Context: an optimization exercise on an open-source flow, tuned for small area, a short achievable clock period and few clock cycles per item. The choices shown serve that exercise and are no tape-out recipe. Function was checked by simulation only, so behaviour that the tests miss may differ from the original. Power figures rest on the tool's default switching activity, not on a simulated workload.

Setup of JK:
==> flow/design.v (excerpt) <==
module pcie_dma_top #(
    parameter int FDEPTH = 3           
)(
    input  wire          clk,
    input  wire          i_rst_n,
    input  wire [7:0]    i_cfg_pbus_num,
    input  wire [4:0]    i_cfg_pbus_dev_num,
    input  wire          i_axis_master_tvld,
    output logic         o_axis_master_trdy,
    input  wire [127:0]  i_axis_master_tdata,
    input  wire [3:0]    i_axis_master_tkeep,
    input  wire          i_axis_master_tlast,
    input  wire          i_axis_slave_trdy,
    output logic         o_axis_slave_tvld,
    output logic [127:0] o_axis_slave_tdata,
    output logic         o_axis_slave_tlast
);
Size: ~5000 cells after synthesis, ~280 I/O pins.
Settings: LEC_CHECK=0, CAP_MARGIN=20, CORE_MARGIN=2, CORE_UTILIZATION=80, CTS_CLUSTER_DIAMETER=70, CTS_CLUSTER_SIZE=25, SETUP_SLACK_MARGIN=3.1, SLEW_MARGIN=20; clock period 5.5 ns.
standard.sh (not shown) runs the stock make flow with config.mk's settings and CLKGATE_MAP_FILE= SYNTH_SCRIPT=/design/flow/synth_recipe.tcl, a recipe that flattens the netlist after the stock synthesis.
==> flow/flow/run.sh <==
#!/bin/bash
set -uo pipefail

RES=orfs/results/sky130hd/pcie_dma_top/base
REP=orfs/reports/sky130hd/pcie_dma_top/base

attempt() {
  local n=$1; shift
  bash standard.sh \
    "BUFFER_PORTS_ARGS=-buffer_cell sky130_fd_sc_hd__buf_2" \
    "CTS_ARGS=-sink_clustering_enable -repair_clock_nets -sink_clustering_size 25 -sink_clustering_max_diameter 70 -dont_use_dummy_load" \
    "$@" finish > standard_flow_$n.log 2>&1 || return 1
  [[ -f out/final.def ]] || return 1
  printf 'read_db %s/6_final.odb\nputs "BENCHFLOW antennas [check_antennas]"\n' $RES > check_$n.tcl
  openroad -no_init -exit check_$n.tcl > check_$n.log 2>&1 || return 1
  grep -q "^BENCHFLOW antennas 0$" check_$n.log || return 1
  # the detailed router's own violation report is empty when it left none
  [[ ! -s $REP/5_route_drc.rpt ]] || return 1
  return 0
}

if attempt 1; then
  exit 0
fi
mv orfs orfs_try1
rm -f out/final.def
attempt 2 CORE_UTILIZATION=70
Testbench counts of JK, summed over its fixed seeds: cycles 17,095, items 16,000.
Setup changes, JK to MS
- changing CORE_UTILIZATION from 80 to 72
==> flow/flow/run.sh <==
#!/bin/bash
set -euo pipefail
bash standard.sh \
  "BUFFER_PORTS_ARGS=-buffer_cell sky130_fd_sc_hd__buf_2" \
  "CTS_ARGS=-sink_clustering_enable -repair_clock_nets -sink_clustering_size 25 -sink_clustering_max_diameter 70 -dont_use_dummy_load" \
  finish > standard_flow.log 2>&1
Findings:
MS finished every stage; the final checks, however, were not passed, the failures being antenna rules.
The cell with the largest stage delay on the worst path comes out sky130_fd_sc_hd__dfrtp_1 in one run and sky130_fd_sc_hd__dfstp_4 in the other, namely in MS and JK respectively.
Of MS and JK, the run reporting the higher internal reg-to-reg setup slack was MS.
The utilization reported for MS is smaller than that of JK by 7.9 points.
Clock network fraction of total power (lower): JK

old:
pcie_dma_top, a different RTL version from the one above (not shown whole).
For scale: roughly 5000 cells after synthesis, roughly 2600 flip-flops, roughly 280 I/O pins, ~0.090 sq mm of cells after synthesis.
==> flow/config.mk <==
export PLATFORM = sky130hd
export DESIGN_NAME = pcie_dma_top
export DESIGN_NICKNAME = pcie_dma_top
export VERILOG_FILES = /design/flow/design.v
export SDC_FILE = /design/flow/constraint.sdc
export NUM_CORES = 4
export LEC_CHECK = 0
export CAP_MARGIN = 20
export CORE_MARGIN = 2
export CORE_UTILIZATION = 70
export CTS_CLUSTER_DIAMETER = 70
export CTS_CLUSTER_SIZE = 25
export SETUP_SLACK_MARGIN = 3.15
export SLEW_MARGIN = 20
==> flow/constraint.sdc <==
create_clock -name core_clock -period 5.5 [get_ports {clk}]
set_input_delay 1.1000 -clock core_clock [delete_from_list [all_inputs] [get_ports {clk}]]
set_output_delay 1.1000 -clock core_clock [all_outputs]
set_load 0.01 [all_outputs]
==> flow/flow/run.sh <==
#!/bin/bash
set -uo pipefail

RES=orfs/results/sky130hd/pcie_dma_top/base
REP=orfs/reports/sky130hd/pcie_dma_top/base

attempt() {
  local n=$1; shift
  bash standard.sh \
    "BUFFER_PORTS_ARGS=-buffer_cell sky130_fd_sc_hd__buf_2" \
    "CTS_ARGS=-sink_clustering_enable -repair_clock_nets -sink_clustering_size 25 -sink_clustering_max_diameter 70 -dont_use_dummy_load" \
    "$@" finish > standard_flow_$n.log 2>&1 || return 1
  [[ -f out/final.def ]] || return 1
  printf 'read_db %s/6_final.odb\nputs "BENCHFLOW antennas [check_antennas]"\n' $RES > check_$n.tcl
  openroad -no_init -exit check_$n.tcl > check_$n.log 2>&1 || return 1
  grep -q "^BENCHFLOW antennas 0$" check_$n.log || return 1
  # the detailed router's own violation report is empty when it left none
  [[ ! -s $REP/5_route_drc.rpt ]] || return 1
  return 0
}

if attempt 1; then
  exit 0
fi
mv orfs orfs_try1
rm -f out/final.def
attempt 2 CORE_UTILIZATION=62
Testbench counts of old, summed over its fixed seeds: cycles 17,095, items 16,000.
For new, these inputs were changed with respect to old:
Settings: SETUP_SLACK_MARGIN changed from 3.15 to 3.3; CORE_UTILIZATION changed from 70 to 65.
--- a/flow/flow/run.sh
+++ b/flow/flow/run.sh
@@ -25,3 +25,3 @@
 mv orfs orfs_try1
 rm -f out/final.def
-attempt 2 CORE_UTILIZATION=62
+attempt 2 CORE_UTILIZATION=58
Notes after the runs:
- For old, the highest-delay cell along the critical path was sky130_fd_sc_hd__dfxtp_1, unlike new, where it was sky130_fd_sc_hd__dfrtp_1.
- Between old and new, row count increased.
- Area of combinational cells with multiple inputs: new and old compared, higher one is new
- Overall power consumption for new: 300 uW up relative to old
- Post-detailed-route wirelength per cell ends up lower on new.
- In new, internal cell power is higher than in old.
- Between new and old, the difference in number of max-cap violations is negligible.

re-timing with driven ports:
The results above use ideal ports. As a check the final layouts listed here were re-extracted and re-timed, cells and wires unchanged. Step 1, drivers: a clkbuf_16 drives clk and a buf_2 each remaining input, both assumed. Step 2 also shifts input and output timing later by t, the mid clock arrival at the registers, as if the neighbouring blocks saw the same clock. Slacks: no drivers / after step 1 / after step 2; pairs: no drivers / after step 1.
run	t, ns	setup slack, ns	pins driven straight from the clock port
JK	0.811	2.879 / 2.879 / 2.194	1
MS	0.861	3.069 / 2.987 / 2.385	1
old	0.849	3.082 / 3.027 / 2.566	1
new	0.848	3.063 / 2.978 / 2.717	1
For JK, which loses most, drivers alone change the setup slack by 0.000 ns; drivers and shift together by -0.685 ns.
